This design comes from an exercise in tuning for small area, a short achievable clock period and few clock cycles per item on the open sky130 flow, not from production work. At most, simulation tests tie the RTL to the original design; equivalence was not proved. The RTL of run 5 was laid out without a check of its function.

===== flow/run.sh =====
#!/bin/bash
set -euo pipefail
bash standard.sh ADDER_MAP_FILE= "BUFFER_PORTS_ARGS=-buffer_cell sky130_fd_sc_hd__buf_2" \
  SETUP_SLACK_MARGIN=7.45 finish > standard_flow.log 2>&1

===== standard.sh =====
#!/bin/bash
# synth_recipe.tcl (not shown) runs the flow's synth.tcl, then flattens the netlist and writes it again
# the make line also repeats each setting of config.mk as NAME=value (left out here)
make -C /OpenROAD-flow-scripts/flow DESIGN_CONFIG=/design/flow/config.mk WORK_HOME=/design/flow/orfs CLKGATE_MAP_FILE= SYNTH_SCRIPT=/design/flow/synth_recipe.tcl "${@:-finish}"

===== config.mk =====
export PLATFORM = sky130hd
export DESIGN_NAME = sha256_stream_hasher
export DESIGN_NICKNAME = sha256_stream_hasher
export VERILOG_FILES = /design/flow/design.v
export SDC_FILE = /design/flow/constraint.sdc
export NUM_CORES = 4
export LEC_CHECK = 0
export ABC_AREA = 1
export CAP_MARGIN = 20
export CORE_MARGIN = 2
export CORE_UTILIZATION = 40
export CTS_CLUSTER_DIAMETER = 60
export CTS_CLUSTER_SIZE = 24
export PLACE_DENSITY = 0.6
export SLEW_MARGIN = 20

===== constraint.sdc =====
create_clock -name core_clock -period 11.0 [get_ports {clk}]
set_input_delay 2.2000 -clock core_clock [delete_from_list [all_inputs] [get_ports {clk}]]
set_output_delay 2.2000 -clock core_clock [all_outputs]
set_load 0.01 [all_outputs]

===== design.v =====
`default_nettype none
package sha256_pkg;
  localparam logic [1:0] MODE_ABSORB  = 2'd0;
  localparam logic [1:0] MODE_FINISH  = 2'd1;
  localparam logic [1:0] MODE_RESTART = 2'd2;
  localparam logic [1:0] STAT_DIGEST       = 2'd0;
  localparam logic [1:0] STAT_AFTER_FINISH = 2'd1;
  localparam logic [1:0] STAT_TOO_LONG     = 2'd2;
  localparam logic [2047:0] K_ROUND_FLAT = {
    32'h428a2f98, 32'h71374491, 32'hb5c0fbcf, 32'he9b5dba5,
    32'h3956c25b, 32'h59f111f1, 32'h923f82a4, 32'hab1c5ed5,
    32'hd807aa98, 32'h12835b01, 32'h243185be, 32'h550c7dc3,
    32'h72be5d74, 32'h80deb1fe, 32'h9bdc06a7, 32'hc19bf174,
    32'he49b69c1, 32'hefbe4786, 32'h0fc19dc6, 32'h240ca1cc,
    32'h2de92c6f, 32'h4a7484aa, 32'h5cb0a9dc, 32'h76f988da,
    32'h983e5152, 32'ha831c66d, 32'hb00327c8, 32'hbf597fc7,
    32'hc6e00bf3, 32'hd5a79147, 32'h06ca6351, 32'h14292967,
    32'h27b70a85, 32'h2e1b2138, 32'h4d2c6dfc, 32'h53380d13,
    32'h650a7354, 32'h766a0abb, 32'h81c2c92e, 32'h92722c85,
    32'ha2bfe8a1, 32'ha81a664b, 32'hc24b8b70, 32'hc76c51a3,
    32'hd192e819, 32'hd6990624, 32'hf40e3585, 32'h106aa070,
    32'h19a4c116, 32'h1e376c08, 32'h2748774c, 32'h34b0bcb5,
    32'h391c0cb3, 32'h4ed8aa4a, 32'h5b9cca4f, 32'h682e6ff3,
    32'h748f82ee, 32'h78a5636f, 32'h84c87814, 32'h8cc70208,
    32'h90befffa, 32'ha4506ceb, 32'hbef9a3f7, 32'hc67178f2
  };
  localparam logic [255:0] H_INIT_FLAT = {
    32'h6a09e667, 32'hbb67ae85, 32'h3c6ef372, 32'ha54ff53a,
    32'h510e527f, 32'h9b05688c, 32'h1f83d9ab, 32'h5be0cd19
  };
endpackage
`default_nettype wire
`default_nettype none
module sha256_stream_hasher (
  input  wire         clk,
  input  wire         rst_n,
  input  wire         in_tvalid,
  output logic        in_tready,
  input  wire  [7:0]  in_tdata,
  input  wire  [1:0]  in_tuser,
  output logic        out_tvalid,
  input  wire         out_tready,
  output logic [31:0] out_tdata,
  output logic [4:0]  out_tuser,
  output logic        out_tlast
);
  function automatic logic [31:0] bsig0(input logic [31:0] x);
    bsig0 = {x[1:0], x[31:2]} ^ {x[12:0], x[31:13]} ^ {x[21:0], x[31:22]};
  endfunction
  function automatic logic [31:0] bsig1(input logic [31:0] x);
    bsig1 = {x[5:0], x[31:6]} ^ {x[10:0], x[31:11]} ^ {x[24:0], x[31:25]};
  endfunction
  function automatic logic [31:0] ssig0(input logic [31:0] x);
    ssig0 = {x[6:0], x[31:7]} ^ {x[17:0], x[31:18]} ^ {3'b000, x[31:3]};
  endfunction
  function automatic logic [31:0] ssig1(input logic [31:0] x);
    ssig1 = {x[16:0], x[31:17]} ^ {x[18:0], x[31:19]} ^ {10'd0, x[31:10]};
  endfunction
  logic        s_valid;
  logic [1:0]  s_mode;
  logic [7:0]  s_data;
  logic [15:0] len_r;
  logic        done_r;
  logic        msg_first;
  logic [5:0]  fill_r;
  logic        pad_active;
  logic        pad_wrap;
  logic [511:0] ib_r;
  logic        ib_full;
  logic        ib_first;
  logic        ib_last;
  logic [31:0] w_r [0:15];
  logic [31:0] v_r [0:7];
  logic [31:0] p_r;
  logic        run_r;
  logic        ff_r;
  logic [5:0]  rnd_r;
  logic        eng_first;
  logic        eng_last;
  logic [1:0]  pend_r;
  logic        h_hold;
  logic [2:0]  idx_r;
  logic        err_pend;
  logic [1:0]  err_stat;
  logic start;
  logic ring_en;
  logic ib_space;
  logic out_idle;
  logic at_limit;
  assign ib_space = !ib_full || start;
  assign out_idle = (pend_r == 2'd0) && !err_pend;
  assign at_limit = &len_r;
  logic s_take;        
  logic shift_en;      
  logic [7:0] sh_byte;
  logic do_absorb, do_err, do_fin, do_rep, do_restart;
  always_comb begin
    do_absorb  = 1'b0;
    do_err     = 1'b0;
    do_fin     = 1'b0;
    do_rep     = 1'b0;
    do_restart = 1'b0;
    s_take     = 1'b0;
    if (s_valid && !pad_active) begin
      case (s_mode)
        sha256_pkg::MODE_ABSORB: begin
          if (done_r || at_limit) begin
            do_err = out_idle;
            s_take = out_idle;
          end else begin
            do_absorb = ib_space;
            s_take    = ib_space;
          end
        end
        sha256_pkg::MODE_FINISH: begin
          if (done_r) begin
            do_rep = out_idle;
            s_take = out_idle;
          end else begin
            do_fin = ib_space && (pend_r != 2'd3);
            s_take = do_fin;
          end
        end
        sha256_pkg::MODE_RESTART: begin
          do_restart = 1'b1;
          s_take     = 1'b1;
        end
        default: s_take = 1'b1;
      endcase
    end
  end
  logic [7:0] len_byte;
  always_comb begin
    case (fill_r[2:0])
      3'd5:    len_byte = {5'd0, len_r[15:13]};
      3'd6:    len_byte = len_r[12:5];
      3'd7:    len_byte = {len_r[4:0], 3'b000};
      default: len_byte = 8'h00;
    endcase
  end
  logic pad_shift;
  assign pad_shift = pad_active && ib_space;
  assign shift_en  = do_absorb || do_fin || pad_shift;
  always_comb begin
    if (pad_active) begin
      sh_byte = (!pad_wrap && fill_r[5:3] == 3'd7) ? len_byte : 8'h00;
    end else if (s_mode == sha256_pkg::MODE_FINISH) begin
      sh_byte = 8'h80;
    end else begin
      sh_byte = s_data;
    end
  end
  logic blk_done;
  assign blk_done = shift_en && (fill_r == 6'd63);
  logic       q1_valid;
  logic [1:0] q1_mode;
  logic [7:0] q1_data;
  logic       rdy_r;
  logic       push;
  logic       s_valid_n, q1_valid_n;
  assign in_tready = rdy_r;
  assign push      = in_tvalid && rdy_r;
  always_comb begin
    s_valid_n  = s_valid;
    q1_valid_n = q1_valid;
    if (s_take) begin
      s_valid_n  = q1_valid || push;
      q1_valid_n = q1_valid && push;
    end else if (push) begin
      s_valid_n  = 1'b1;
      q1_valid_n = s_valid;
    end
  end
  always_ff @(posedge clk) begin
    if (!rst_n) begin
      s_valid  <= 1'b0;
      q1_valid <= 1'b0;
      rdy_r    <= 1'b1;
    end else begin
      s_valid  <= s_valid_n;
      q1_valid <= q1_valid_n;
      rdy_r    <= !q1_valid_n;
    end
  end
  always_ff @(posedge clk) begin
    if (s_take || !s_valid) begin
      if (q1_valid) begin
        s_mode <= q1_mode;
        s_data <= q1_data;
      end else begin
        s_mode <= in_tuser;
        s_data <= in_tdata;
      end
    end
    if (push) begin
      q1_mode <= in_tuser;
      q1_data <= in_tdata;
    end
  end
  always_ff @(posedge clk) begin
    if (shift_en) begin
      ib_r <= {ib_r[503:0], sh_byte};
    end
  end
  always_ff @(posedge clk) begin
    if (!rst_n) begin
      len_r      <= '0;
      done_r     <= 1'b0;
      msg_first  <= 1'b1;
      fill_r     <= '0;
      pad_active <= 1'b0;
      pad_wrap   <= 1'b0;
      ib_full    <= 1'b0;
      ib_first   <= 1'b0;
      ib_last    <= 1'b0;
    end else begin
      if (do_restart) begin
        len_r     <= '0;
        done_r    <= 1'b0;
        msg_first <= 1'b1;
        fill_r    <= '0;
      end else begin
        if (do_absorb) len_r <= len_r + 16'd1;
        if (do_fin) done_r <= 1'b1;
        if (shift_en) fill_r <= fill_r + 6'd1;
        if (blk_done) msg_first <= 1'b0;
      end
      if (do_fin) begin
        pad_active <= 1'b1;
        pad_wrap   <= (fill_r >= 6'd56) && (fill_r != 6'd63);
      end else if (pad_shift && blk_done) begin
        if (pad_wrap) begin
          pad_wrap <= 1'b0;
        end else begin
          pad_active <= 1'b0;
        end
      end
      if (blk_done) begin
        ib_full  <= 1'b1;
        ib_first <= msg_first;
        ib_last  <= pad_shift && !pad_wrap;
      end else if (start) begin
        ib_full <= 1'b0;
      end
    end
  end
  logic [31:0] ha [0:3];
  logic [31:0] he [0:3];
  logic        zmode;       
  logic [1:0]  ring_k;      
  logic [31:0] iv_a, iv_e, add_a, add_e;
  logic [31:0] k_r;
  always_ff @(posedge clk) begin
    ring_k <= (rnd_r == 6'd60) ? 2'd3 : ring_k - 2'd1;
  end
  always_comb begin
    iv_a = sha256_pkg::H_INIT_FLAT[32*(7-ring_k) +: 32];
    iv_e = sha256_pkg::H_INIT_FLAT[32*(3-ring_k) +: 32];
  end
  assign add_a = ((eng_first && !zmode) ? iv_a : ha[3]) + (zmode ? 32'd0 : v_r[0]);
  assign add_e = ((eng_first && !zmode) ? iv_e : he[3]) + (zmode ? 32'd0 : v_r[4]);
  always_ff @(posedge clk) begin
    if (ring_en) begin
      ha[0] <= add_a;
      he[0] <= add_e;
      for (int i = 1; i < 4; i++) begin
        ha[i] <= ha[i-1];
        he[i] <= he[i-1];
      end
    end
  end
  logic [31:0] k_nxt;
  logic [5:0]  kidx_a, kidx_b;
  always_comb begin
    if (start) begin
      k_nxt = sha256_pkg::K_ROUND_FLAT[32*62 +: 32];
    end else begin
      k_nxt = {sha256_pkg::K_ROUND_FLAT[{kidx_b, 5'b10000} +: 16],
               sha256_pkg::K_ROUND_FLAT[{~kidx_a, 5'b00000} +: 16]};
    end
  end
  logic [31:0] a_new, e_new, s1, ch, s0, mj;
  assign s1 = bsig1(v_r[4]);
  assign ch = (v_r[4] & v_r[5]) ^ (~v_r[4] & v_r[6]);
  assign s0 = bsig0(v_r[0]);
  assign mj = (v_r[0] & v_r[1]) ^ (v_r[0] & v_r[2]) ^ (v_r[1] & v_r[2]);
  logic [31:0] t1s, t1c, xs, xc, ys, yc, es, ec;
  assign t1s = p_r ^ s1 ^ ch;
  assign t1c = {((p_r[30:0] & s1[30:0]) | (p_r[30:0] & ch[30:0]) | (s1[30:0] & ch[30:0])), 1'b0};
  assign xs  = t1s ^ t1c ^ s0;
  assign xc  = {((t1s[30:0] & t1c[30:0]) | (t1s[30:0] & s0[30:0]) | (t1c[30:0] & s0[30:0])), 1'b0};
  assign ys  = xs ^ xc ^ mj;
  assign yc  = {((xs[30:0] & xc[30:0]) | (xs[30:0] & mj[30:0]) | (xc[30:0] & mj[30:0])), 1'b0};
  assign es  = t1s ^ t1c ^ v_r[3];
  assign ec  = {((t1s[30:0] & t1c[30:0]) | (t1s[30:0] & v_r[3][30:0]) | (t1c[30:0] & v_r[3][30:0])), 1'b0};
  assign a_new = ys + yc;
  assign e_new = es + ec;
  logic [31:0] w_new;
  assign w_new = ssig1(w_r[14]) + w_r[9] + ssig0(w_r[1]) + w_r[0];
  logic [31:0] pa, pw;
  always_comb begin
    if (!run_r) begin
      pa = ib_first ? sha256_pkg::H_INIT_FLAT[31:0] : he[2];
      pw = ib_r[511:480];
    end else begin
      pa = v_r[6];
      pw = w_r[1];
    end
  end
  always_ff @(posedge clk) begin
    p_r <= pa + k_r + pw;
    k_r <= k_nxt;
    if (start) begin
      for (int i = 0; i < 16; i++) begin
        w_r[i] <= ib_r[511-32*i -: 32];
      end
      if (ib_first) begin
        for (int i = 0; i < 8; i++) begin
          v_r[i] <= sha256_pkg::H_INIT_FLAT[32*(7-i) +: 32];
        end
      end else begin
        v_r[0] <= add_a;
        v_r[4] <= add_e;
        for (int i = 1; i < 4; i++) begin
          v_r[i]   <= ha[i-1];
          v_r[i+4] <= he[i-1];
        end
      end
    end else begin
      for (int i = 0; i < 15; i++) begin
        w_r[i] <= w_r[i+1];
      end
      w_r[15] <= w_new;
      v_r[0] <= a_new;
      v_r[1] <= v_r[0];
      v_r[2] <= v_r[1];
      v_r[3] <= v_r[2];
      v_r[4] <= e_new;
      v_r[5] <= v_r[4];
      v_r[6] <= v_r[5];
      v_r[7] <= v_r[6];
    end
  end
  logic idle_go, prep_go;
  assign idle_go = ib_full && !h_hold && !run_r && !ff_r;
  assign prep_go = idle_go && !ib_first;
  always_ff @(posedge clk) begin
    if (!rst_n) begin
      run_r     <= 1'b0;
      ff_r      <= 1'b0;
      zmode     <= 1'b0;
      rnd_r     <= 6'd63;
      eng_first <= 1'b0;
      eng_last  <= 1'b0;
    end else begin
      ff_r <= run_r && (rnd_r == 6'd63);
      if (start) begin
        run_r     <= 1'b1;
        rnd_r     <= 6'd0;
        zmode     <= 1'b0;
        eng_first <= ib_first;
        eng_last  <= ib_last;
      end else if (prep_go) begin
        run_r     <= 1'b1;
        rnd_r     <= 6'd61;
        zmode     <= 1'b1;
        eng_first <= 1'b0;
        eng_last  <= 1'b0;
      end else if (run_r) begin
        if (rnd_r == 6'd63) begin
          run_r <= 1'b0;
        end else begin
          rnd_r <= rnd_r + 6'd1;
        end
      end
    end
  end
  logic take;
  logic ib_full_n, ib_first_n, h_hold_n, run_n, ff_n, eng_last_n;
  logic [5:0] rnd_n;
  always_comb begin
    ib_full_n  = blk_done ? 1'b1 : (start ? 1'b0 : ib_full);
    ib_first_n = blk_done ? msg_first : ib_first;
    if (do_rep || (ff_r && eng_last)) begin
      h_hold_n = 1'b1;
    end else if (take && !err_pend && idx_r == 3'd7) begin
      h_hold_n = 1'b0;
    end else begin
      h_hold_n = h_hold;
    end
    ff_n       = run_r && (rnd_r == 6'd63);
    run_n      = run_r;
    rnd_n      = rnd_r;
    eng_last_n = eng_last;
    if (start) begin
      run_n      = 1'b1;
      rnd_n      = 6'd0;
      eng_last_n = ib_last;
    end else if (prep_go) begin
      run_n      = 1'b1;
      rnd_n      = 6'd61;
      eng_last_n = 1'b0;
    end else if (run_r) begin
      if (rnd_r == 6'd63) begin
        run_n = 1'b0;
      end else begin
        rnd_n = rnd_r + 6'd1;
      end
    end
  end
  always_ff @(posedge clk) begin
    kidx_a <= (run_n && rnd_n != 6'd63) ? rnd_n + 6'd2 : 6'd0;
    kidx_b <= ~((run_n && rnd_n != 6'd63) ? rnd_n + 6'd2 : 6'd0);
  end
  always_ff @(posedge clk) begin
    if (!rst_n) begin
      start   <= 1'b0;
      ring_en <= 1'b0;
    end else begin
      start   <= ib_full_n && !h_hold_n
                 && ((!run_n && !ff_n && ib_first_n) || (ff_n && !eng_last_n));
      ring_en <= (run_n && rnd_n[5:2] == 4'hf && rnd_n[1:0] != 2'd0) || ff_n;
    end
  end
  logic        o_valid;
  logic [31:0] o_data;
  logic [4:0]  o_user;
  logic        o_last;
  logic        out_free;
  assign out_free   = !o_valid || out_tready;
  assign take       = out_free && (err_pend || h_hold);
  assign out_tvalid = o_valid;
  assign out_tdata  = o_data;
  assign out_tuser  = o_user;
  assign out_tlast  = o_last;
  always_ff @(posedge clk) begin
    if (!rst_n) begin
      o_valid <= 1'b0;
    end else if (out_free) begin
      o_valid <= err_pend || h_hold;
    end
  end
  always_ff @(posedge clk) begin
    if (take) begin
      o_data <= err_pend ? 32'd0 : (idx_r[2] ? he[idx_r[1:0]] : ha[idx_r[1:0]]);
      o_user <= err_pend ? {err_stat, 3'd0} : {sha256_pkg::STAT_DIGEST, idx_r};
      o_last <= err_pend || (idx_r == 3'd7);
    end
  end
  always_ff @(posedge clk) begin
    if (!rst_n) begin
      pend_r   <= '0;
      h_hold   <= 1'b0;
      idx_r    <= '0;
      err_pend <= 1'b0;
      err_stat <= sha256_pkg::STAT_AFTER_FINISH;
    end else begin
      if (do_err) begin
        err_pend <= 1'b1;
        err_stat <= done_r ? sha256_pkg::STAT_AFTER_FINISH : sha256_pkg::STAT_TOO_LONG;
      end else if (take && err_pend) begin
        err_pend <= 1'b0;
      end
      if (take && !err_pend) begin
        idx_r <= idx_r + 3'd1;
      end
      if (do_rep || (ff_r && eng_last)) begin
        h_hold <= 1'b1;
      end else if (take && !err_pend && idx_r == 3'd7) begin
        h_hold <= 1'b0;
      end
      pend_r <= pend_r + {1'b0, do_fin || do_rep}
                       - {1'b0, take && !err_pend && idx_r == 3'd7};
    end
  end
endmodule
`default_nettype wire

==> results.txt, run 1 <==
Max Cap Violations = 0
Worst path cell trace = buf_6
Clock Latency Late Sink = 0.83 ns
Final setup viols = 0
Maximum buffer depth of the clock tree = 3
Number of flops mapped to enable cells by yosys = 826
Worst-path fanout max = 1
Slowest cell on crit path = edfxtp_1
Dpl hpwl = 235 mm
Clk_skew = 0.0432 ns
Die H = 462 um
Cts-stage hold buffer count = 0
Remaining global-route overflow = 0
Vias in the first global route = 68100
Die area = 213000 um^2
Asr flop ratio synth = 0%
DR DRC count = 0
CP Launch Type = flop
H-tree depth = 4
Avg Cell Area, Syn = 7.79 um^2
CP Class = flop to output port
Synth Net Count = 10800
Synth Register Bits = 1695
DR pass1 iterations = 8
Core Area = 209000 um^2
Worst Path Buf+Inv = 1
Worst EP required = 8.80 ns
Wire length per cell = 23.2 um
Root Buffer = clkbuf_16
Status = complete, no violations
# IOs = 54
First-pass GRT wire length = 452 mm
Final Hold Viols = 0
Largest delay share family, worst path = flip-flops
Antenna violations before repair = 15
Area delta synth->final = 12.8%
Initial Util = 40.1%
Largest net degree at the start of global routing = 203
Share of layout cells above drive strength 1 = 11.8%
Endpoint class of the critical path = output port
Critical Path Max Stage Delay = 0.38 ns
Total track usage = 28.9%
DRT iter0 DRCs = 7795
Die Width = 462 um
RSZ-0062 raised after global routing = true
Commonest non-fill, non-tap cell in the layout = nand2_1
Cell area after synthesis = 83900 um^2
Drt via density = 5.34
Max Clock Freq = 0.281 GHz
# fillers = 20600
CTS tree = yes
Final min period = 3.56 ns
Critical path arrival = 1.36 ns
Layout Nets = 10800
Gp weighted congestion = 1.00
Slew Viols, Final = 0
Num rows = 168
Most frequent cells in the layout = 3864 x nand2_1, 1121 x inv_1, 826 x edfxtp_1
Final period utilization = 32.4%
Type of the most critical hold path = flop to flop
Netlist cell types = 82
Port buffer count = 53
CTS clock-pin slew for the worst setup and hold paths = 0.08 ns
DRT Wirelength = 317 mm
Worst-margin pin slew = 1.33 ns
Synth warn = 5
Post-route setup TNS = 0 ns
CTS Sinks = 1695
Total number of vias = 73100
Worst slew margin = 11.5%
Post-synth top flop = dfxtp_1
Num CTS Buffers = 136
Sequential share of the synthesized area = 50.3%
Syn Inst Count = 10800
Count of antenna-violating nets left after detailed routing = 0
layer usage:
layer  vias up  share of wire, %  global-route usage, %  routed length [um]
met5         -             0.024                      0                  77
met2      2947                45                   46.6              144000
met1     34600                41                   37.4              130000
li1      34800                 -                      -                   -
met3       771               7.1                   4.27               22500
met4        12               6.4                   15.3               20400
registers in the layout, summed over array words and instances (netlist names), 8 cells and up:
signal   flops
ha         128
he         128
ib_r       512
k_r         32
len_r       16
o_data      32
p_r         32
q1_data      8
s_data       8
v_r        224
w_r        512
final cells by class:
cell class,count,area (um^2),share of cell area (%)
Antenna cell,5,12.5,0.0132
Clock buffer,157,3590,3.79
Clock inverter,97,1210,1.28
Inverter,1222,4680,4.95
Multi-Input combinational cell,7548,37500,39.6
Sequential cell,1695,42400,44.8
Tap cell,2805,3510,3.71
Timing Repair Buffer,174,1700,1.79
stage by stage:
stage	utilization [%]	hold WS (ns)	cells	setup WS [ns]	cell area (um^2)
floorplan	-	0.378	10800	6.68	84000
finish	45.3	0.413	13700	7.44	94700
detailed placement	41.5	0.401	13400	6.25	86900
global route	45.3	0.437	13700	7.35	94600
global placement	41.5	0.400	13400	6.35	86900
CTS	44.4	0.409	13700	7.38	92800
Yosys cell counts, drive strengths merged, types with 11 or more instances:
cell type / count / area (um^2)
inv: 1215 / 4570
xor2: 232 / 2050
a22oi: 38 / 290
nand2: 4086 / 15600
edfxtp: 826 / 24800
o22ai: 62 / 432
a31oi: 37 / 231
nor3: 71 / 422
o2111ai: 27 / 236
buf: 85 / 579
nand3b: 59 / 443
o211ai: 31 / 238
xnor2: 125 / 1120
dfxtp: 869 / 17400
o21ai: 628 / 3290
nor2: 684 / 2760
nand4: 55 / 344
o221ai: 24 / 210
a21boi: 46 / 364
a21oi: 420 / 2160
a221oi: 11 / 96.3
nand3: 730 / 3980
nor4: 12 / 103
o21bai: 27 / 240
o21a: 13 / 97.6
or2: 56 / 358
clkbuf: 225 / 851
path summary, 6_finish.rpt:
path,slack (ns),start,cells after the start,to
max,7.44,o_data[31]$_SDFFCE_PP0P_,1,out_tdata[31]
min,0.41,w_r[5][31]$_DFF_P_,2,w_r[4][31]$_DFF_P_
max reg2reg,7.48,idx_r[1]$_SDFFE_PN0P_,6,o_data[11]$_SDFFCE_PP0P_
min reg2reg,0.41,w_r[5][31]$_DFF_P_,2,w_r[4][31]$_DFF_P_
logic make-up (layout without fill, tap and decap cells):
family                   count (synthesis)  count (layout)  share of synthesized area [%]
XOR/XNOR                               357             357                           3.78
AO/OA/AOI/OAI                         1420            1420                           9.98
AND/OR/NAND/NOR                       5765            5769                           28.7
flip-flops                            1695            1695                           50.3
other                                    0               5                              0
adder cells (fa/ha/maj)                  2               2                         0.0239
buffers and inverters                 1532            1650                           7.18
timing repair:
| action | 4_1_cts | 5_1_grt |
|---|---|---|
| cloned | 6 | 4 |
| resized for setup | 209 | 416 |
| pin swaps | 6 | 24 |
| setup buffers | 25 | 37 |
| setup endpoints to repair | 711 | 157 |
Testbench counts, summed over its fixed seeds: cycles 73,764, bytes 62,512.
==> run 2: changes to the inputs <==
==> flow/run.sh (replaced) <==
#!/bin/bash
set -euo pipefail
bash standard.sh ADDER_MAP_FILE= "BUFFER_PORTS_ARGS=-buffer_cell sky130_fd_sc_hd__buf_2" \
  SETUP_SLACK_MARGIN=7.4 finish > standard_flow.log 2>&1
==> results.txt, run 2 <==
Initial Util = 40.1% (unchanged)
Cts-stage hold buffer count = 0 (unchanged)
Vias in the first global route = 67900 (was 68100)
Endpoint class of the critical path = output port (unchanged)
Post-route setup TNS = 0 ns (unchanged)
Final setup viols = 0 (unchanged)
Num CTS Buffers = 138 (was 136)
Area contributors post-synth = edfxtp_1 30%, dfxtp_1 21%, nand2_1 18% (unchanged)
DR DRC count = 0 (unchanged)
CP Depth = 1 (unchanged)
Reg2reg start = idx_r[0]$_SDFFE_PN0P_ (was idx_r[1]$_SDFFE_PN0P_)
Count leader, synth = nand2_1 (unchanged)
Max Clock Freq = 0.272 GHz (was 0.281 GHz)
Drt via density = 5.30 (was 5.34)
Number of flops mapped to enable cells by yosys = 826 (unchanged)
CP Launch Type = flop (unchanged)
DR pass1 iterations = 9 (was 8)
Most frequent cells in the layout = 3903 x nand2_1, 1122 x inv_1, 826 x edfxtp_1 (was 3864 x nand2_1, 1121 x inv_1, 826 x edfxtp_1)
Layout Cells excl Fill = 13700 (about the same)
Dpl hpwl = 232 mm (was 235 mm)
CTS tree = yes (unchanged)
R2R depth = 8 (was 6)
Cell area after synthesis = 83900 um^2 (unchanged)
Port buffer count = 53 (unchanged)
Die H = 462 um (unchanged)
Total track usage = 28.4% (was 28.9%)
Die Width = 462 um (unchanged)
Largest delay share family, worst path = flip-flops (unchanged)
Clk_skew = 0.0520 ns (was 0.0432 ns)
Final period utilization = 33.4% (was 32.4%)
Remaining global-route overflow = 0 (unchanged)
Avg Cell Area, Syn = 7.79 um^2 (unchanged)
Worst-path fanout max = 1 (unchanged)
Gp weighted congestion = 1.04 (was 1.00)
Maximum buffer depth of the clock tree = 3 (unchanged)
Commonest non-fill, non-tap cell in the layout = nand2_1 (unchanged)
Worst-margin pin slew = 1.37 ns (was 1.33 ns)
Post-synth top flop = dfxtp_1 (unchanged)
Flop2flop setup slack = 7.37 ns (was 7.48 ns)
H-tree depth = 4 (unchanged)
Final Hold Viols = 0 (unchanged)
Synth warn = 5 (unchanged)
Antenna violations before repair = 10 (was 15)
Num rows = 168 (unchanged)
Top cell type by total area after synthesis = edfxtp_1 (unchanged)
Slew Viols, Final = 0 (unchanged)
DRT iter0 DRCs = 7244 (was 7795)
CTS Sinks = 1695 (unchanged)
Synth Net Count = 10800 (unchanged)
Root Buffer = clkbuf_16 (unchanged)
Commonest cells post-synth = 3982 x nand2_1, 1134 x inv_1, 869 x dfxtp_1 (unchanged)
Area delta synth->final = 12.2% (was 12.8%)
Reg2reg end = o_data[3]$_SDFFCE_PP0P_ (was o_data[11]$_SDFFCE_PP0P_)
Final min period = 3.67 ns (was 3.56 ns)
Total number of vias = 72600 (was 73100)
CP Class = flop to output port (unchanged)
Worst EP required = 8.80 ns (about the same)
Core Area = 209000 um^2 (unchanged)
Syn Inst Count = 10800 (unchanged)
Sequential share of the synthesized area = 50.3% (unchanged)
Worst slew margin = 7.49% (was 11.5%)
Critical Path Max Stage Delay = 0.48 ns (was 0.38 ns)
Placed insts = 13400 (about the same)
Die area = 213000 um^2 (unchanged)
Crit. Startpoint = o_user[1]$_SDFFCE_PP0P_ (was o_data[31]$_SDFFCE_PP0P_)
Layout Nets = 10800 (unchanged)
Count of antenna-violating nets left after detailed routing = 0 (unchanged)
Worst path cell trace = buf_2 (was buf_6)
Hold WS = 0.413 ns (about the same)
Synth top area share = 29.6% (unchanged)
RSZ-0062 raised after global routing = true (unchanged)
Asr flop ratio synth = 0% (unchanged)
Wire length per cell = 22.8 um (was 23.2 um)
Clock Latency Late Sink = 0.83 ns (about the same)
Slowest cell on crit path = edfxtp_1 (unchanged)
Share of layout cells above drive strength 1 = 11.1% (was 11.8%)
DRT Wirelength = 312 mm (was 317 mm)
Type of the most critical hold path = flop to flop (unchanged)
Max Cap Violations = 0 (unchanged)
Largest net degree at the start of global routing = 107 (was 203)
Top flop regs = ib_r: 512 flops, w_r: 512 flops, v_r: 224 flops (unchanged)
Critical path arrival = 1.47 ns (was 1.36 ns)
# IOs = 54 (unchanged)
First-pass GRT wire length = 446 mm (was 452 mm)
Netlist cell types = 82 (unchanged)
Synth Register Bits = 1695 (unchanged)
CTS clock-pin slew for the worst setup and hold paths = 0.09 ns (was 0.08 ns)
CP Capture Point = out_tuser[1] (was out_tdata[31])
Worst Path Buf+Inv = 1 (unchanged)
Status = complete, no violations (unchanged)
## run 2: area by class of cell
class / count / area, um^2
inverter: 1222 / 4680
timing repair buffer: 172 / 1560
clock inverter: 93 / 1170
tap: 2805 / 3510
clock buffer: 160 / 3620
sequential: 1695 / 42400
fill: 20800 / 115000
multi-input combinational: 7548 / 37300
antenna: 7 / 17.5
## run 2: how the worst min path moves through the flow
stage,from,endpoint,cells after the start
2_1_floorplan,ring_k[0]$_SDFF_PN1_,ring_k[0]$_SDFF_PN1_,1
5_1_grt,w_r[15][9]$_DFF_P_,w_r[14][9]$_DFF_P_,2
4_1_cts,ring_k[0]$_SDFF_PN1_,ring_k[0]$_SDFF_PN1_,1
6_report,w_r[4][14]$_DFF_P_,w_r[3][14]$_DFF_P_,2
3_5_place_dp,ring_k[0]$_SDFF_PN1_,ring_k[0]$_SDFF_PN1_,1
3_3_place_gp,ring_k[0]$_SDFF_PN1_,ring_k[0]$_SDFF_PN1_,1
## run 2: timing repair
action                     4_1_cts  5_1_grt
pin swaps                        7       21
setup endpoints to repair      739      499
gates resized for setup        170      346
gates cloned                     3        4
setup buffers                   23       31
## run 2: logic make-up after synthesis
| logic type | synth area share [%] |
|---|---|
| AO/OA/AOI/OAI | 9.98 |
| adder cells (fa/ha/maj) | 0.0239 |
| XOR/XNOR | 3.78 |
| AND/OR/NAND/NOR | 28.7 |
| flip-flops | 50.3 |
| buffers and inverters | 7.18 |
## run 2: through the flow
step	worst slack (ns)	utilization [%]	area, um^2
3_5_place_dp	5.53	41.5	86900
5_1_grt	7.28	45.0	94200
6_report	7.33	45.0	94200
2_1_floorplan	6.68	-	84000
4_1_cts	7.23	44.3	92600
3_3_place_gp	5.57	41.5	86900
## run 2: metal layers
metal	wire, um	vias to the layer above	track usage, %
li1	-	34800	-
met5	64	-	0
met1	126000	34300	35.7
met2	143000	2747	46.5
met4	20900	10	16.1
met3	22000	707	4.38
==> run 3: changes to the inputs <==
--- a/design.v
+++ b/design.v
@@ -80,6 +80,7 @@
   logic [1:0]  pend_r;
   logic        h_hold;
   logic [2:0]  idx_r;
+  logic [7:0]  idx_oh;      
   logic        err_pend;
   logic [1:0]  err_stat;
   logic start;
@@ -440,9 +441,16 @@
       o_valid <= err_pend || h_hold;
     end
   end
+  logic [31:0] dig_word;
+  always_comb begin
+    dig_word = 32'd0;
+    for (int i = 0; i < 4; i++) begin
+      dig_word = dig_word | ({32{idx_oh[i]}} & ha[i]) | ({32{idx_oh[i+4]}} & he[i]);
+    end
+  end
   always_ff @(posedge clk) begin
     if (take) begin
-      o_data <= err_pend ? 32'd0 : (idx_r[2] ? he[idx_r[1:0]] : ha[idx_r[1:0]]);
+      o_data <= err_pend ? 32'd0 : dig_word;
       o_user <= err_pend ? {err_stat, 3'd0} : {sha256_pkg::STAT_DIGEST, idx_r};
       o_last <= err_pend || (idx_r == 3'd7);
     end
@@ -452,6 +460,7 @@
       pend_r   <= '0;
       h_hold   <= 1'b0;
       idx_r    <= '0;
+      idx_oh   <= 8'd1;
       err_pend <= 1'b0;
       err_stat <= sha256_pkg::STAT_AFTER_FINISH;
     end else begin
@@ -462,7 +471,8 @@
         err_pend <= 1'b0;
       end
       if (take && !err_pend) begin
-        idx_r <= idx_r + 3'd1;
+        idx_r  <= idx_r + 3'd1;
+        idx_oh <= {idx_oh[6:0], idx_oh[7]};
       end
       if (do_rep || (ff_r && eng_last)) begin
         h_hold <= 1'b1;
==> flow/run.sh (replaced) <==
#!/bin/bash
set -euo pipefail
bash standard.sh ADDER_MAP_FILE= "BUFFER_PORTS_ARGS=-buffer_cell sky130_fd_sc_hd__buf_2" \
  SETUP_SLACK_MARGIN=7.5 finish > standard_flow.log 2>&1
==> results.txt, run 3 <==
Synth top area share = 30.0% (was 29.6%)
Gp weighted congestion = 1.08 (was 1.04)
Dpl hpwl = 245 mm (was 232 mm)
Clock Latency Late Sink = 0.85 ns (was 0.83 ns)
Port buffer count = 53 (unchanged)
Number of flops mapped to enable cells by yosys = 826 (unchanged)
Most frequent cells in the layout = 3622 x nand2_1, 1138 x inv_1, 826 x edfxtp_1 (was 3903 x nand2_1, 1122 x inv_1, 826 x edfxtp_1)
Slowest cell on crit path = edfxtp_1 (unchanged)
Initial Util = 40.3% (was 40.1%)
Worst Path Buf+Inv = 1 (unchanged)
RSZ-0062 raised after global routing = true (unchanged)
Drt via density = 5.37 (was 5.30)
H-tree depth = 4 (unchanged)
Num rows = 166 (was 168)
Top flop regs = ib_r: 512 flops, w_r: 512 flops, v_r: 224 flops (unchanged)
Clk_skew = 0.0500 ns (was 0.0520 ns)
Layout Cells excl Fill = 13500 (was 13700)
CTS tree = yes (unchanged)
DR pass1 iterations = 6 (was 9)
Commonest cells post-synth = 3882 x nand2_1, 1160 x inv_1, 877 x dfxtp_1 (was 3982 x nand2_1, 1134 x inv_1, 869 x dfxtp_1)
DR DRC count = 0 (unchanged)
Slew Viols, Final = 0 (unchanged)
Final min period = 3.57 ns (was 3.67 ns)
Final period utilization = 32.4% (was 33.4%)
Worst-path fanout max = 1 (unchanged)
Critical Path Max Stage Delay = 0.39 ns (was 0.48 ns)
Top cell type by total area after synthesis = edfxtp_1 (unchanged)
Worst Hold Launch = w_r[15][14]$_DFF_P_ (was w_r[4][14]$_DFF_P_)
Max Cap Violations = 0 (unchanged)
CP Class = flop to output port (unchanged)
Flop2flop setup slack = 7.48 ns (was 7.37 ns)
Post-synth top flop = dfxtp_1 (unchanged)
Reg2reg start = v_r[4][11]$_DFF_P_ (was idx_r[0]$_SDFFE_PN0P_)
Hold endpoint = w_r[14][14]$_DFF_P_ (was w_r[3][14]$_DFF_P_)
Placed Area = 85700 um^2 (was 86900 um^2)
Endpoint class of the critical path = output port (unchanged)
Area contributors post-synth = edfxtp_1 30%, dfxtp_1 21%, nand2_1 18% (unchanged)
Placed insts = 13000 (was 13400)
Synth Register Bits = 1703 (was 1695)
CTS clock-pin slew for the worst setup and hold paths = 0.08 ns (was 0.09 ns)
Type of the most critical hold path = flop to flop (unchanged)
Area delta synth->final = 16.8% (was 12.2%)
Asr flop ratio synth = 0% (unchanged)
R2R depth = 25 (was 8)
Die H = 459 um (was 462 um)
Status = complete, no violations (unchanged)
Largest delay share family, worst path = flip-flops (unchanged)
Final setup viols = 0 (unchanged)
Commonest non-fill, non-tap cell in the layout = nand2_1 (unchanged)
Root Buffer = clkbuf_16 (unchanged)
DRT iter0 DRCs = 7607 (was 7244)
Cts-stage hold buffer count = 0 (unchanged)
Synth Net Count = 10600 (was 10800)
Avg Cell Area, Syn = 7.84 um^2 (was 7.79 um^2)
Hold Path Depth = 2 (unchanged)
Worst EP required = 8.80 ns (about the same)
Post-route setup TNS = 0 ns (unchanged)
# IOs = 54 (unchanged)
CP Launch Type = flop (unchanged)
Cell area after synthesis = 82700 um^2 (was 83900 um^2)
Layout Nets = 10700 (was 10800)
Critical path arrival = 1.37 ns (was 1.47 ns)
First-pass GRT wire length = 456 mm (was 446 mm)
Wire length per cell = 24.2 um (was 22.8 um)
Die Width = 459 um (was 462 um)
Die area = 210000 um^2 (was 213000 um^2)
Total number of vias = 72300 (was 72600)
Syn Inst Count = 10500 (was 10800)
Global routing usage on met2 = 48.6% (was 46.5%)
Core Area = 205000 um^2 (was 209000 um^2)
Maximum buffer depth of the clock tree = 3 (unchanged)
Count of antenna-violating nets left after detailed routing = 0 (unchanged)
Num CTS Buffers = 144 (was 138)
Largest net degree at the start of global routing = 169 (was 107)
Reg2reg end = v_r[4][16]$_DFF_P_ (was o_data[3]$_SDFFCE_PP0P_)
Final Hold Viols = 0 (unchanged)
CTS Sinks = 1703 (was 1695)
Sequential share of the synthesized area = 51.2% (was 50.3%)
Max Clock Freq = 0.280 GHz (was 0.272 GHz)
Gr busiest metal = met2 (unchanged)
Met3 GRT Util = 4.91% (was 4.38%)
Worst path cell trace = buf_2 (unchanged)
DRT Wirelength = 326 mm (was 312 mm)
Worst slew margin = 18.5% (was 7.49%)
Final instance area = 96600 um^2 (was 94200 um^2)
Total track usage = 29.7% (was 28.4%)
Worst-margin pin slew = 1.22 ns (was 1.37 ns)
Share of layout cells above drive strength 1 = 14.7% (was 11.1%)
Hold WS = 0.394 ns (was 0.413 ns)
Netlist cell types = 77 (was 82)
Vias in the first global route = 67500 (was 67900)
Antenna violations before repair = 6 (was 10)
Count leader, synth = nand2_1 (unchanged)
Synth warn = 5 (unchanged)
M1 GR Usage = 36.1% (was 35.7%)
Remaining global-route overflow = 0 (unchanged)
## run 3: cell types whose count changed in the layout (fill, tap and decap cells not counted), moves of 40 or more
cell,change
nand2_1,-281
nand3_4,+40
nor2_1,-57
nand2_2,+97
nand2_4,+67
buf_4,+75
nand3_1,-76
## run 3: kinds of logic (layout without fill, tap and decap cells)
kind of cell	after synthesis	count (layout)	share of synthesized area, %
adder cells (fa/ha/maj)	1	1	0.0121
buffers and inverters	1517	1756	7.04
AND/OR/NAND/NOR	5555	5559	27.9
AO/OA/AOI/OAI	1398	1398	9.89
flip-flops	1703	1703	51.2
other	0	4	0
XOR/XNOR	369	369	3.94
## run 3: per-stage QoR
step / util [%] / setup WS (ns)
after global placement: 41.8 / 6.31
after detailed placement: 41.8 / 6.26
after floorplan: - / 6.90
after global routing: 47.1 / 7.38
final: 47.1 / 7.43
after CTS: 45.5 / 7.28
## run 3: timing repair
| item | CTS | global route |
|---|---|---|
| setup buffers | 51 | 95 |
| hold endpoints to repair | 0 | 0 |
| endpoints found under the setup margin | 777 | 590 |
| gates resized for setup | 466 | 669 |
| gates cloned | 8 | 6 |
| pin swaps | 24 | 121 |
## run 3: layer usage
layer / vias up / share of wire [%]
li1: 34300 / -
met3: 880 / 6.7
met1: 34200 / 39
met2: 2968 / 46
met5: - / 0.012
met4: 6 / 8.3
## run 3: area by class of cell
type,instances,area [um^2]
Multi-Input combinational cell,7327,38300
Clock buffer,171,3870
Sequential cell,1703,42600
Tap cell,2688,3360
Inverter,1217,4710
Antenna cell,4,10.0
Timing Repair Buffer,268,2570
Timing Repair inverter,1,11.3
Clock inverter,99,1230
Fill cell,20000,108000
## run 3: worst max-delay path by stage
stage / from / to / slack, ns / cells past startpoint
after floorplan: s_mode[1]$_DFFE_PP_ / start$_SDFF_PN0_ / 6.90 / 16
after CTS: pad_active$_SDFFE_PN0P_ / ib_r[343]$_DFFE_PP_ / 7.28 / 9
final: o_user[3]$_SDFFCE_PN0P_ / out_tuser[3] / 7.43 / 1
after global routing: o_data[13]$_SDFFCE_PP0P_ / out_tdata[13] / 7.38 / 1
after detailed placement: start$_SDFF_PN0_ / w_r[1][4]$_DFF_P_ / 6.26 / 7
after global placement: run_r$_SDFF_PN0_ / p_r[19]$_DFF_P_ / 6.31 / 16
Testbench counts of run 3, summed over its fixed seeds: cycles 73,764, bytes 62,512.
==> run 4: changes to the inputs <==
==> flow/run.sh (replaced) <==
#!/bin/bash
set -euo pipefail
bash standard.sh ADDER_MAP_FILE= "BUFFER_PORTS_ARGS=-buffer_cell sky130_fd_sc_hd__buf_2" \
  SETUP_SLACK_MARGIN=7.45 finish > standard_flow.log 2>&1
==> results.txt, run 4 <==
Largest net degree at the start of global routing = 169 (unchanged)
Cts-stage hold buffer count = 0 (unchanged)
Worst EP required = 8.80 ns (about the same)
Final setup viols = 0 (unchanged)
First-pass GRT wire length = 455 mm (was 456 mm)
Post-route setup TNS = 0 ns (unchanged)
Asr flop ratio synth = 0% (unchanged)
CTS Sinks = 1703 (unchanged)
Share of layout cells above drive strength 1 = 12.8% (was 14.7%)
Total number of vias = 71900 (was 72300)
Sequential share of the synthesized area = 51.2% (unchanged)
Slew Viols, Final = 0 (unchanged)
Worst path cell trace = buf_2 (unchanged)
Status = complete, no violations (unchanged)
Clk_skew = 0.0463 ns (was 0.0500 ns)
Layout Nets = 10600 (was 10700)
Critical Path Max Stage Delay = 0.38 ns (was 0.39 ns)
Remaining global-route overflow = 0 (unchanged)
Die Width = 459 um (unchanged)
# IOs = 54 (unchanged)
Count leader, synth = nand2_1 (unchanged)
Wire length per cell = 24.1 um (was 24.2 um)
Type of the most critical hold path = flop to flop (unchanged)
Synth warn = 5 (unchanged)
Num rows = 166 (unchanged)
Core Area = 205000 um^2 (unchanged)
Synth Register Bits = 1703 (unchanged)
Final Hold Viols = 0 (unchanged)
Final period utilization = 32.5% (was 32.4%)
Worst Path Buf+Inv = 1 (unchanged)
Synth Net Count = 10600 (unchanged)
Die H = 459 um (unchanged)
Hold WS = 0.390 ns (was 0.394 ns)
Worst-path fanout max = 1 (unchanged)
CTS tree = yes (unchanged)
Critical path arrival = 1.37 ns (about the same)
Gp weighted congestion = 1.08 (unchanged)
Largest delay share family, worst path = flip-flops (unchanged)
Area contributors post-synth = edfxtp_1 30%, dfxtp_1 21%, nand2_1 18% (unchanged)
Netlist cell types = 77 (unchanged)
Num CTS Buffers = 144 (unchanged)
Number of flops mapped to enable cells by yosys = 826 (unchanged)
RSZ-0062 raised after global routing = true (unchanged)
Commonest cells post-synth = 3882 x nand2_1, 1160 x inv_1, 877 x dfxtp_1 (unchanged)
Top flop regs = ib_r: 512 flops, w_r: 512 flops, v_r: 224 flops (unchanged)
Initial Util = 40.3% (unchanged)
DR DRC count = 0 (unchanged)
Drt via density = 5.36 (was 5.37)
DR pass1 iterations = 6 (unchanged)
Synth top area share = 30.0% (unchanged)
Port buffer count = 53 (unchanged)
Avg Cell Area, Syn = 7.84 um^2 (unchanged)
Top cell type by total area after synthesis = edfxtp_1 (unchanged)
Clock Latency Late Sink = 0.85 ns (about the same)
Worst slew margin = 15.5% (was 18.5%)
Max Cap Violations = 0 (unchanged)
Count of antenna-violating nets left after detailed routing = 0 (unchanged)
Max Clock Freq = 0.280 GHz (about the same)
Antenna violations before repair = 7 (was 6)
Total track usage = 29.6% (was 29.7%)
Die area = 210000 um^2 (unchanged)
Endpoint class of the critical path = output port (unchanged)
Slowest cell on crit path = edfxtp_1 (unchanged)
Most frequent cells in the layout = 3707 x nand2_1, 1143 x inv_1, 826 x edfxtp_1 (was 3622 x nand2_1, 1138 x inv_1, 826 x edfxtp_1)
DRT Wirelength = 323 mm (was 326 mm)
Syn Inst Count = 10500 (unchanged)
CP Class = flop to output port (unchanged)
Dpl hpwl = 245 mm (unchanged)
Post-synth top flop = dfxtp_1 (unchanged)
Root Buffer = clkbuf_16 (unchanged)
Vias in the first global route = 67300 (was 67500)
H-tree depth = 4 (unchanged)
Cell area after synthesis = 82700 um^2 (unchanged)
Maximum buffer depth of the clock tree = 3 (unchanged)
Area delta synth->final = 15.3% (was 16.8%)
CP Launch Type = flop (unchanged)
Worst-margin pin slew = 1.27 ns (was 1.22 ns)
Commonest non-fill, non-tap cell in the layout = nand2_1 (unchanged)
Final min period = 3.57 ns (about the same)
CTS clock-pin slew for the worst setup and hold paths = 0.08 ns (about the same)
DRT iter0 DRCs = 7403 (was 7607)
==> run 4: what timing repair did <==
item                                    in CTS  in global routing
endpoints found under the setup margin     719                519
pin swaps                                   21                 65
gates resized for setup                    408                483
buffers inserted                            34                 69
gates cloned                                 6                  5
==> run 4: per-stage QoR <==
| stage | area [um^2] | instances | worst slack (ns) | utilization, % |
|---|---|---|---|---|
| floorplan | 82800 | 10500 | 6.90 | - |
| global placement | 85700 | 13000 | 6.31 | 41.8 |
| detailed placement | 85700 | 13000 | 6.26 | 41.8 |
| CTS | 92800 | 13400 | 7.28 | 45.2 |
| global route | 95300 | 13400 | 7.34 | 46.5 |
| finish | 95300 | 13400 | 7.43 | 46.5 |
==> run 4: cell type report <==
cell class	instances	area [um^2]
Fill cell	20100	110000
Clock inverter	99	1230
Multi-Input combinational cell	7326	37500
Clock buffer	171	3870
Sequential cell	1703	42600
Timing Repair Buffer	224	2160
Inverter	1217	4680
Antenna cell	6	15.0
Tap cell	2688	3360
==> run 4: worst paths after layout <==
| check | startpoint | to | slack (ns) | depth (start not counted) |
|---|---|---|---|---|
| worst max register to register | v_r[4][2]$_DFF_P_ | v_r[4][26]$_DFF_P_ | 7.45 | 21 |
| worst max-delay path | o_user[3]$_SDFFCE_PN0P_ | out_tuser[3] | 7.43 | 1 |
| worst min register to register | w_r[15][14]$_DFF_P_ | w_r[14][14]$_DFF_P_ | 0.39 | 2 |
| worst min-delay path | w_r[15][14]$_DFF_P_ | w_r[14][14]$_DFF_P_ | 0.39 | 2 |
==> run 4: worst register-to-register path, stage by stage, from the launching register on <==
cell     delay, ns
dfxtp_4       0.47
inv_4         0.12
nand2_1       0.08
nand3_1       0.22
nand2_1       0.16
nand2_2       0.15
nand2_1       0.12
nand2_1       0.17
nand2_1       0.20
nand2_2       0.12
xnor2_1       0.15
nand2_1       0.13
nand2_2       0.18
nor2_4        0.22
nand2_2       0.13
nor2_4        0.17
and3_1        0.17
nand2_1       0.11
nand2_1       0.11
nand2_1       0.07
nand3_2       0.12
nand2_1       0.07
==> run 4: cells by family after synthesis <==
kind of cell / share of synthesized area [%]
fa+ha+maj: 0.0121
flops: 51.2
compound gates: 9.89
simple gates: 27.9
xor+xnor: 3.94
buf+inv: 7.04
==> run 4: routing by layer <==
metal,GRT usage [%],wire [um],vias up
met3,4.75,22100,839
met1,36.0,127000,33900
li1,-,-,34200
met2,48.3,149000,2985
met5,0,61,-
met4,19.9,25800,10
==> run 5: changes to the inputs <==
--- a/design.v
+++ b/design.v
@@ -80,7 +80,6 @@
   logic [1:0]  pend_r;
   logic        h_hold;
   logic [2:0]  idx_r;
-  logic [7:0]  idx_oh;      
   logic        err_pend;
   logic [1:0]  err_stat;
   logic start;
@@ -271,13 +270,13 @@
     end
   end
   logic [31:0] k_nxt;
-  logic [5:0]  kidx_a, kidx_b;
   always_comb begin
     if (start) begin
       k_nxt = sha256_pkg::K_ROUND_FLAT[32*62 +: 32];
+    end else if (run_r && rnd_r != 6'd63) begin
+      k_nxt = sha256_pkg::K_ROUND_FLAT[{~(rnd_r + 6'd2), 5'b00000} +: 32];
     end else begin
-      k_nxt = {sha256_pkg::K_ROUND_FLAT[{kidx_b, 5'b10000} +: 16],
-               sha256_pkg::K_ROUND_FLAT[{~kidx_a, 5'b00000} +: 16]};
+      k_nxt = sha256_pkg::K_ROUND_FLAT[32*63 +: 32];
     end
   end
   logic [31:0] a_new, e_new, s1, ch, s0, mj;
@@ -377,6 +376,7 @@
     end
   end
   logic take;
+  logic last_taken;
   logic ib_full_n, ib_first_n, h_hold_n, run_n, ff_n, eng_last_n;
   logic [5:0] rnd_n;
   always_comb begin
@@ -384,7 +384,7 @@
     ib_first_n = blk_done ? msg_first : ib_first;
     if (do_rep || (ff_r && eng_last)) begin
       h_hold_n = 1'b1;
-    end else if (take && !err_pend && idx_r == 3'd7) begin
+    end else if (last_taken) begin
       h_hold_n = 1'b0;
     end else begin
       h_hold_n = h_hold;
@@ -410,10 +410,6 @@
     end
   end
   always_ff @(posedge clk) begin
-    kidx_a <= (run_n && rnd_n != 6'd63) ? rnd_n + 6'd2 : 6'd0;
-    kidx_b <= ~((run_n && rnd_n != 6'd63) ? rnd_n + 6'd2 : 6'd0);
-  end
-  always_ff @(posedge clk) begin
     if (!rst_n) begin
       start   <= 1'b0;
       ring_en <= 1'b0;
@@ -428,42 +424,49 @@
   logic [4:0]  o_user;
   logic        o_last;
   logic        out_free;
+  logic        dig_load;    
+  logic        ox_err, ox_err_n;
+  logic [1:0]  ox_stat, ox_stat_n;
+  logic [2:0]  ox_idx, ox_idx_n;
   assign out_free   = !o_valid || out_tready;
-  assign take       = out_free && (err_pend || h_hold);
+  assign take       = out_free && (err_pend || dig_load);
+  assign last_taken = o_valid && out_tready && !ox_err && (ox_idx == 3'd7) && !dig_load;
   assign out_tvalid = o_valid;
   assign out_tdata  = o_data;
   assign out_tuser  = o_user;
   assign out_tlast  = o_last;
-  always_ff @(posedge clk) begin
-    if (!rst_n) begin
-      o_valid <= 1'b0;
-    end else if (out_free) begin
-      o_valid <= err_pend || h_hold;
-    end
-  end
-  logic [31:0] dig_word;
   always_comb begin
-    dig_word = 32'd0;
-    for (int i = 0; i < 4; i++) begin
-      dig_word = dig_word | ({32{idx_oh[i]}} & ha[i]) | ({32{idx_oh[i+4]}} & he[i]);
+    if (take) begin
+      ox_err_n  = err_pend;
+      ox_stat_n = err_stat;
+      ox_idx_n  = idx_r;
+    end else begin
+      ox_err_n  = ox_err;
+      ox_stat_n = ox_stat;
+      ox_idx_n  = ox_idx;
     end
   end
   always_ff @(posedge clk) begin
-    if (take) begin
-      o_data <= err_pend ? 32'd0 : dig_word;
-      o_user <= err_pend ? {err_stat, 3'd0} : {sha256_pkg::STAT_DIGEST, idx_r};
-      o_last <= err_pend || (idx_r == 3'd7);
-    end
+    ox_err  <= ox_err_n;
+    ox_stat <= ox_stat_n;
+    ox_idx  <= ox_idx_n;
+    o_data  <= ox_err_n ? 32'd0 : (ox_idx_n[2] ? he[ox_idx_n[1:0]] : ha[ox_idx_n[1:0]]);
+    o_user  <= ox_err_n ? {ox_stat_n, 3'd0} : {sha256_pkg::STAT_DIGEST, ox_idx_n};
+    o_last  <= ox_err_n || (ox_idx_n == 3'd7);
   end
   always_ff @(posedge clk) begin
     if (!rst_n) begin
+      o_valid  <= 1'b0;
       pend_r   <= '0;
       h_hold   <= 1'b0;
+      dig_load <= 1'b0;
       idx_r    <= '0;
-      idx_oh   <= 8'd1;
       err_pend <= 1'b0;
       err_stat <= sha256_pkg::STAT_AFTER_FINISH;
     end else begin
+      if (out_free) begin
+        o_valid <= err_pend || dig_load;
+      end
       if (do_err) begin
         err_pend <= 1'b1;
         err_stat <= done_r ? sha256_pkg::STAT_AFTER_FINISH : sha256_pkg::STAT_TOO_LONG;
@@ -471,14 +474,14 @@
         err_pend <= 1'b0;
       end
       if (take && !err_pend) begin
-        idx_r  <= idx_r + 3'd1;
-        idx_oh <= {idx_oh[6:0], idx_oh[7]};
+        idx_r <= idx_r + 3'd1;
       end
       if (do_rep || (ff_r && eng_last)) begin
-        h_hold <= 1'b1;
+        dig_load <= 1'b1;
       end else if (take && !err_pend && idx_r == 3'd7) begin
-        h_hold <= 1'b0;
+        dig_load <= 1'b0;
       end
+      h_hold <= h_hold_n;
       pend_r <= pend_r + {1'b0, do_fin || do_rep}
                        - {1'b0, take && !err_pend && idx_r == 3'd7};
     end
==> flow/run.sh (replaced) <==
#!/bin/bash
set -euo pipefail
bash standard.sh ADDER_MAP_FILE= "BUFFER_PORTS_ARGS=-buffer_cell sky130_fd_sc_hd__buf_2" \
  SETUP_SLACK_MARGIN=7.6 finish > standard_flow.log 2>&1
--- a/config.mk
+++ b/config.mk
@@ -9,7 +9,7 @@
 export CAP_MARGIN = 20
 export CORE_MARGIN = 2
 export CORE_UTILIZATION = 40
-export CTS_CLUSTER_DIAMETER = 60
-export CTS_CLUSTER_SIZE = 24
+export CTS_CLUSTER_DIAMETER = 75
+export CTS_CLUSTER_SIZE = 30
 export PLACE_DENSITY = 0.6
 export SLEW_MARGIN = 20
==> results.txt, run 5 <==
Sequential share of the synthesized area = 50.4% (was 51.2%)
Synth warn = 5 (unchanged)
Remaining global-route overflow = 0 (unchanged)
Largest net degree at the start of global routing = 166 (was 169)
Area contributors post-synth = edfxtp_1 29%, dfxtp_1 22%, nand2_1 18% (was edfxtp_1 30%, dfxtp_1 21%, nand2_1 18%)
RSZ-0062 raised after global routing = true (unchanged)
Post-route setup TNS = 0 ns (unchanged)
Critical path arrival = 1.41 ns (was 1.37 ns)
Placed Area = 85800 um^2 (was 85700 um^2)
Wire length per cell = 26.5 um (was 24.1 um)
Commonest non-fill, non-tap cell in the layout = nand2_1 (unchanged)
Worst Hold Launch = w_r[13][9]$_DFF_P_ (was w_r[15][14]$_DFF_P_)
Hold WS = 0.355 ns (was 0.390 ns)
Dpl hpwl = 269 mm (was 245 mm)
Die Width = 459 um (about the same)
Root Buffer = clkbuf_16 (unchanged)
Final critical-path setup slack = 7.39 ns (was 7.43 ns)
Area delta synth->final = 20.8% (was 15.3%)
Gp weighted congestion = 1.04 (was 1.08)
Post-synth top flop = dfxtp_1 (unchanged)
Num rows = 167 (was 166)
CTS Sinks = 1690 (was 1703)
Type of the most critical hold path = flop to flop (unchanged)
DRT Wirelength = 362 mm (was 323 mm)
Reg2reg start = run_r$_SDFF_PN0_ (was v_r[4][2]$_DFF_P_)
Cell area after synthesis = 82800 um^2 (was 82700 um^2)
Die area = 211000 um^2 (was 210000 um^2)
DR DRC count = 0 (unchanged)
Vias in the first global route = 68800 (was 67300)
Synth Register Bits = 1690 (was 1703)
Most frequent cells in the layout = 3583 x nand2_1, 1057 x inv_1, 788 x edfxtp_1 (was 3707 x nand2_1, 1143 x inv_1, 826 x edfxtp_1)
Asr flop ratio synth = 0% (unchanged)
Count of antenna-violating nets left after detailed routing = 0 (unchanged)
Worst slew margin = 5.41% (was 15.5%)
Layout Nets = 10900 (was 10600)
Synth Net Count = 10600 (about the same)
Largest delay share family, worst path = flip-flops (unchanged)
Area of the multi-input gates = 41000 um^2 (was 37500 um^2)
Count leader, synth = nand2_1 (unchanged)
Final min period = 3.61 ns (was 3.57 ns)
Placed insts = 13200 (was 13000)
# IOs = 54 (unchanged)
Total number of vias = 73900 (was 71900)
Max Cap Violations = 0 (unchanged)
# fillers = 20000 (was 20100)
Slew Viols, Final = 0 (unchanged)
Clk_skew = 0.102 ns (was 0.0463 ns)
Initial Util = 40.1% (was 40.3%)
Num CTS Buffers = 106 (was 144)
DRT iter0 DRCs = 6841 (was 7403)
Crit. Startpoint = o_data[28]$_SDFF_PP0_ (was o_user[3]$_SDFFCE_PN0P_)
Top cell type by total area after synthesis = edfxtp_1 (unchanged)
Worst EP required = 8.80 ns (about the same)
Slowest cell on crit path = dfxtp_4 (was edfxtp_1)
Final setup viols = 0 (unchanged)
Synth top area share = 28.6% (was 30.0%)
Maximum buffer depth of the clock tree = 3 (unchanged)
Avg Cell Area, Syn = 7.79 um^2 (was 7.84 um^2)
Pre-CTS setup slack = 4.87 ns (was 6.26 ns)
Cts-stage hold buffer count = 0 (unchanged)
Netlist cell types = 81 (was 77)
Status = complete, no violations (unchanged)
DR pass1 iterations = 6 (unchanged)
Worst-margin pin slew = 1.40 ns (was 1.27 ns)
Worst-path fanout max = 1 (unchanged)
First-pass GRT wire length = 495 mm (was 455 mm)
CTS tree = yes (unchanged)
Core Area = 206000 um^2 (was 205000 um^2)
Syn Inst Count = 10600 (was 10500)
Top flop regs = ib_r: 512 flops, w_r: 512 flops, v_r: 224 flops (unchanged)
Commonest cells post-synth = 3904 x nand2_1, 1091 x inv_1, 902 x dfxtp_1 (was 3882 x nand2_1, 1160 x inv_1, 877 x dfxtp_1)
Final Hold Viols = 0 (unchanged)
Layout Cells excl Fill = 13700 (was 13400)
Clock Latency Late Sink = 0.85 ns (about the same)
Final instance area = 100000 um^2 (was 95300 um^2)
Endpoint class of the critical path = output port (unchanged)
CP Launch Type = flop (unchanged)
Drt via density = 5.40 (was 5.36)
Critical Path Max Stage Delay = 0.44 ns (was 0.38 ns)
Share of layout cells above drive strength 1 = 19.6% (was 12.8%)
H-tree depth = 3 (was 4)
Seq. cell area = 42100 um^2 (was 42600 um^2)
Worst path cell trace = buf_6 (was buf_2)
CP Class = flop to output port (unchanged)
Die H = 459 um (about the same)
Worst Path Buf+Inv = 1 (unchanged)
CTS clock-pin slew for the worst setup and hold paths = 0.11 ns (was 0.08 ns)
Total track usage = 32.8% (was 29.6%)
Max Clock Freq = 0.277 GHz (was 0.280 GHz)
Antenna violations before repair = 11 (was 7)
Number of flops mapped to enable cells by yosys = 788 (was 826)
Final period utilization = 32.8% (was 32.5%)
Port buffer count = 53 (unchanged)
[run 5: cell types whose count changed in the layout (fill, tap and decap cells not counted), moves of 38 or more]
cell	before	now
a21oi_1	367	318
a21oi_2	22	72
buf_4	123	261
buf_6	13	67
clkbuf_16	154	112
dfxtp_4	39	87
edfxtp_1	826	788
inv_1	1143	1057
inv_2	39	80
nand2_1	3707	3583
nand2_2	198	342
nand2_4	61	113
nand3_1	556	504
xor2_1	202	164
[run 5: stage by stage]
step / util [%]
2_1_floorplan: -
3_3_place_gp: 41.6
3_5_place_dp: 41.6
4_1_cts: 45.9
5_1_grt: 48.4
6_report: 48.5
[run 5: kinds of logic (layout without fill, tap and decap cells)]
logic type,after synthesis,after routing,synth area share (%)
other,0,5,0
and+or+nand+nor,5645,5647,28.5
DFF,1690,1690,50.4
adders and majority gates,1,1,0.0121
xor gates and xnor gates,371,371,3.98
AOI/OAI and AO/OA,1422,1422,9.99
buffers and inverters,1502,1833,7.12
[run 5: repair_timing]
action | CTS | global route
resized for setup | 795 | 1028
setup endpoints to repair | 774 | 556
cloned | 22 | 11
pin swaps | 64 | 253
setup buffers | 140 | 140
[run 5: final cells by class]
cell class,instances,share of cell area (%)
inverter,1196,4.71
timing repair inverter,5,0.0425
multi-input combinational,7441,40.9
antenna,5,0.0125
timing repair buffer,431,4.78
clock inverter,78,1.28
tap,2704,3.38
clock buffer,123,2.74
sequential,1690,42.1
[run 5: path summary, 6_finish.rpt]
path | end | slack, ns | cells past startpoint
worst max register to register | p_r[22]$_DFF_P_ | 7.58 | 22
worst min register to register | w_r[12][9]$_DFF_P_ | 0.35 | 2
worst max-delay path | out_tdata[28] | 7.39 | 1
worst min-delay path | w_r[12][9]$_DFF_P_ | 0.35 | 2
[run 5: per-layer routing]
metal	track usage (%)	routed length (um)
met5	0	79
met4	27.0	36800
met3	4.18	20500
met2	54.8	170000
met1	37.6	134000

-- what the ideal ports hide --
How much do the figures lean on ideal ports? The routed layouts below were timed once more, with nothing changed but the port constraints. Step 1 sets driving cells, clkbuf_16 on the clock port and buf_2 on the other inputs (assumed; they add their load-dependent delay and slew). Step 2 also shifts input and output timing later by t, the mid clock arrival at the registers, as if the neighbouring blocks saw the same clock. a / b / c = ideal ports / drivers / drivers and shift; a / b = the first two.
run | shift t [ns] | setup slack, ns | worst slew at a driven data input, ns
run 1 | 0.897 | 7.440 / 7.356 / 7.081 | 0.05
run 2 | 0.903 | 7.326 / 7.228 / 7.260 | 0.05
run 3 | 0.912 | 7.431 / 7.341 / 6.879 | 0.03
run 4 | 0.918 | 7.430 / 7.339 / 6.780 | 0.03
run 5 | 0.889 | 7.387 / 7.301 / 6.572 | 0.10
After both steps setup and hold are still met in every run listed. The setup slack of run 5, which loses most, moves by -0.086 ns with the drivers and by -0.815 ns with both steps.
